This design comes from an exercise in tuning for small area on the open sky130 flow, not from production work.
In this exercise RTL edits were held to simulation tests only and were not proved equivalent to the original.
No activity file was given, so power comes from the tool's default toggle rates.

== v13 ==
==> flow/design.v <==
module regfile_bank_aoi222 (
   input  logic a0, s0, a1, s1, a2, s2,
   output logic y
);
   assign y = ~((a0 & s0) | (a1 & s1) | (a2 & s2));
endmodule
module regfile_bank_nand2 (
   input  logic a0, s0,
   output logic y
);
   assign y = ~(a0 & s0);
endmodule
module regfile_bank_nand11 (
   input  logic [10:0] n,
   output logic        y
);
   assign y = ~&n;
endmodule
module regfile_bank_ao22 (
   input  logic q, h, w, l,
   output logic d
);
   assign d = (q & h) | (w & l);
endmodule
module regfile_bank_rdbit (
   input  logic [31:1] q,
   input  logic [31:1] s,
   output logic        y
);
   logic [10:0] n;
   for (genvar g = 0; g < 10; g++) begin : g_aoi
      regfile_bank_aoi222 u_aoi (
         .a0(q[3*g+1]), .s0(s[3*g+1]),
         .a1(q[3*g+2]), .s1(s[3*g+2]),
         .a2(q[3*g+3]), .s2(s[3*g+3]),
         .y(n[g])
      );
   end
   regfile_bank_nand2 u_last (.a0(q[31]), .s0(s[31]), .y(n[10]));
   regfile_bank_nand11 u_or (.n(n), .y(y));
endmodule
module regfile_bank (
   input  logic        i_clk,
   input  logic        i_rst,
   input  logic [4:0]  i_sela,
   input  logic [4:0]  i_selb,
   output logic [63:0] o_ina,
   output logic [63:0] o_inb,
   input  logic [4:0]  i_write_reg,
   input  logic [63:0] i_write_data,
   input  logic        i_write_en,
   input  logic        i_clear,
   output logic        o_ready
);
   logic        ready_q;
   logic [4:0]  idx_q;
   logic [63:0] regs_q [1:31];
   logic [63:0] regs_d [1:31];
   always_ff @(posedge i_clk or negedge i_rst) begin
      if (!i_rst) begin
         ready_q <= 1'b0;
         idx_q   <= 5'd1;
      end else if (i_clear) begin
         ready_q <= 1'b0;
         idx_q   <= 5'd1;
      end else if (!ready_q) begin
         if (idx_q == 5'd31) ready_q <= 1'b1;
         else                idx_q   <= idx_q + 5'd1;
      end
   end
   logic [31:1] ld, hold, sa, sb;
   always_comb begin
      for (int r = 1; r < 32; r++) begin
         ld[r]   = ready_q && !i_clear && i_write_en && (i_write_reg == 5'(r));
         hold[r] = !(ld[r] || (!ready_q && (idx_q == 5'(r))));
         sa[r]   = ready_q && (i_sela == 5'(r));
         sb[r]   = ready_q && (i_selb == 5'(r));
      end
   end
   for (genvar r = 1; r < 32; r++) begin : g_reg
      for (genvar b = 0; b < 64; b++) begin : g_bit
         regfile_bank_ao22 u_nxt (
            .q(regs_q[r][b]), .h(hold[r]), .w(i_write_data[b]), .l(ld[r]), .d(regs_d[r][b])
         );
      end
   end
   always_ff @(posedge i_clk) begin
      for (int r = 1; r < 32; r++) begin
         regs_q[r] <= regs_d[r];
      end
   end
   for (genvar b = 0; b < 64; b++) begin : g_rd
      logic [31:1] col;
      for (genvar r = 1; r < 32; r++) begin : g_col
         assign col[r] = regs_q[r][b];
      end
      regfile_bank_rdbit u_a (.q(col), .s(sa), .y(o_ina[b]));
      regfile_bank_rdbit u_b (.q(col), .s(sb), .y(o_inb[b]));
   end
   assign o_ready = ready_q;
endmodule
Settings: LEC_CHECK=0, CAP_MARGIN=20, CORE_MARGIN=2, CORE_UTILIZATION=45, CTS_BUF_LIST=sky130_fd_sc_hd__clkbuf_8, CTS_CLUSTER_DIAMETER=90, CTS_CLUSTER_SIZE=16, SLEW_MARGIN=20, SYNTH_HIERARCHICAL=1; clock period 7.0 ns.
standard.sh (not shown) runs the stock make flow with config.mk's settings and CLKGATE_MAP_FILE= SYNTH_SCRIPT=/design/flow/synth_recipe.tcl, a recipe that flattens the netlist after the stock synthesis.
==> flow/flow/run.sh <==
#!/bin/bash
# The standard layout (standard.sh, unchanged synthesis), with the port buffers that
# buffer_ports inserts on every input and output made buf_2 instead of its default pick.
set -euo pipefail
export BUFFER_PORTS_ARGS="-buffer_cell sky130_fd_sc_hd__buf_2"
bash standard.sh finish > standard.log 2>&1
### v13 -> v36
- removing CTS_CLUSTER_SIZE (formerly 16)
- removing CTS_BUF_LIST (formerly sky130_fd_sc_hd__clkbuf_8)
- changing CORE_UTILIZATION from 45 to 40
- removing CTS_CLUSTER_DIAMETER (formerly 90)
==> flow/run.sh (new file) <==
#!/bin/bash
# synth_recipe.tcl (not shown) runs the flow's synth.tcl, then flattens the netlist and writes it again
# the make line also repeats each setting of config.mk as NAME=value (left out here)
make -C /OpenROAD-flow-scripts/flow DESIGN_CONFIG=/design/flow/config.mk WORK_HOME=/design/flow/orfs CLKGATE_MAP_FILE= SYNTH_SCRIPT=/design/flow/synth_recipe.tcl finish
removed: flow/flow/run.sh
removed: flow/standard.sh
Findings:
- Length of the first detailed-routing pass in iterations was lower in v36 than in v13.
- The final reports for v36 and v13 show die area higher in the former.
- v36 against v13: highest ir drop seen on vdd went down 7.2%, register share of the cell area went down 3.3 points, horizontal extent of the die went up 6.0%, critical path arrival went up 230 ps, global-route wire length before repair went up about 1%.
- Compared with v13, in v36 via count of the first global-routing pass picked up an extra 3.2%, final non-filler cell area increased by 0.0064 mm^2 relative to the old numbers, final worst-path setup slack lost 230 ps, global-route usage dropped 5.1 points.
diff inputs: v36 => v30
- setting CTS_CLUSTER_DIAMETER to 80 for the first time
- setting CTS_BUF_LIST to sky130_fd_sc_hd__clkbuf_16 for the first time
- changing CORE_UTILIZATION from 40 to 45
- setting CTS_CLUSTER_SIZE to 25 for the first time
==> flow/flow/run.sh (new file) <==
#!/bin/bash
# The standard layout (standard.sh, unchanged synthesis), with the port buffers that
# buffer_ports inserts on every input and output made buf_2 instead of its default pick.
set -euo pipefail
export BUFFER_PORTS_ARGS="-buffer_cell sky130_fd_sc_hd__buf_2"
bash standard.sh finish > standard.log 2>&1
==> flow/standard.sh (new file) <==
#!/bin/bash
# synth_recipe.tcl (not shown) runs the flow's synth.tcl, then flattens the netlist and writes it again
# the make line also repeats each setting of config.mk as NAME=value (left out here)
make -C /OpenROAD-flow-scripts/flow DESIGN_CONFIG=/design/flow/config.mk WORK_HOME=/design/flow/orfs CLKGATE_MAP_FILE= SYNTH_SCRIPT=/design/flow/synth_recipe.tcl "${@:-finish}"
removed: flow/run.sh
==> run notes <==
| global-route wire length before repair | lower: v30 |. [v30 vs v36] setup slack at placement: higher in v30. Compared v30 vs v36, and via count of the first global-routing pass is down in v30. v30 finished end to end and its layout was clean on timing, DRC and antenna. Between v36 and v30, final worst-path cycle share decreased.
Inputs modified between v30 and v50:
- changing CTS_CLUSTER_SIZE from 25 to 14
- changing CTS_BUF_LIST from sky130_fd_sc_hd__clkbuf_16 to sky130_fd_sc_hd__clkbuf_8
- changing CTS_CLUSTER_DIAMETER from 80 to 90
==> comparison <==
v50 vs. v30: number of global-route vias before repair increased 0.76%; final cell area excluding filler cells decreased 1.4%; number of vias in the routed layout increased 0.45%; setup slack decreased 33 ps.
Changes observed in v50 relative to v30: register-to-register slack essentially unchanged, final-layout clock buffer total increased 56.
Placed cell area came out exactly the same in v50 and v30.

port drivers added, routing unchanged:
No port has a modelled driver above. Below, the same layouts with a new extraction and two added sets of constraints. Step 1 assumes that a clkbuf_16 drives the clock port and a buf_2 every other input. Step 2 also shifts input and output timing later by t, the mid clock arrival at the registers, as if the neighbouring blocks saw the same clock. Three values: ideal ports, drivers, drivers and shift; two values: the first two.
| run | t (ns) | setup WS [ns] | hold slack, ns | worst setup path at the end |
|---|---|---|---|---|
| v13 | 1.050 | 0.377 / 0.291 / 0.362 | 0.245 / 0.178 / 0.517 | input to output |
| v36 | 0.946 | 0.149 / 0.005 / 0.005 | 0.509 / 0.509 / 0.509 | input to output |
| v30 | 0.877 | 0.478 / 0.453 / 0.453 | 0.410 / 0.341 / 0.516 | input to output |
| v50 | 1.039 | 0.444 / 0.355 / 0.431 | 0.255 / 0.184 / 0.517 | input to output |
After both steps every run listed still meets setup and hold. For v36, which loses most, drivers alone change the setup slack by -0.144 ns; drivers and shift together by -0.144 ns.
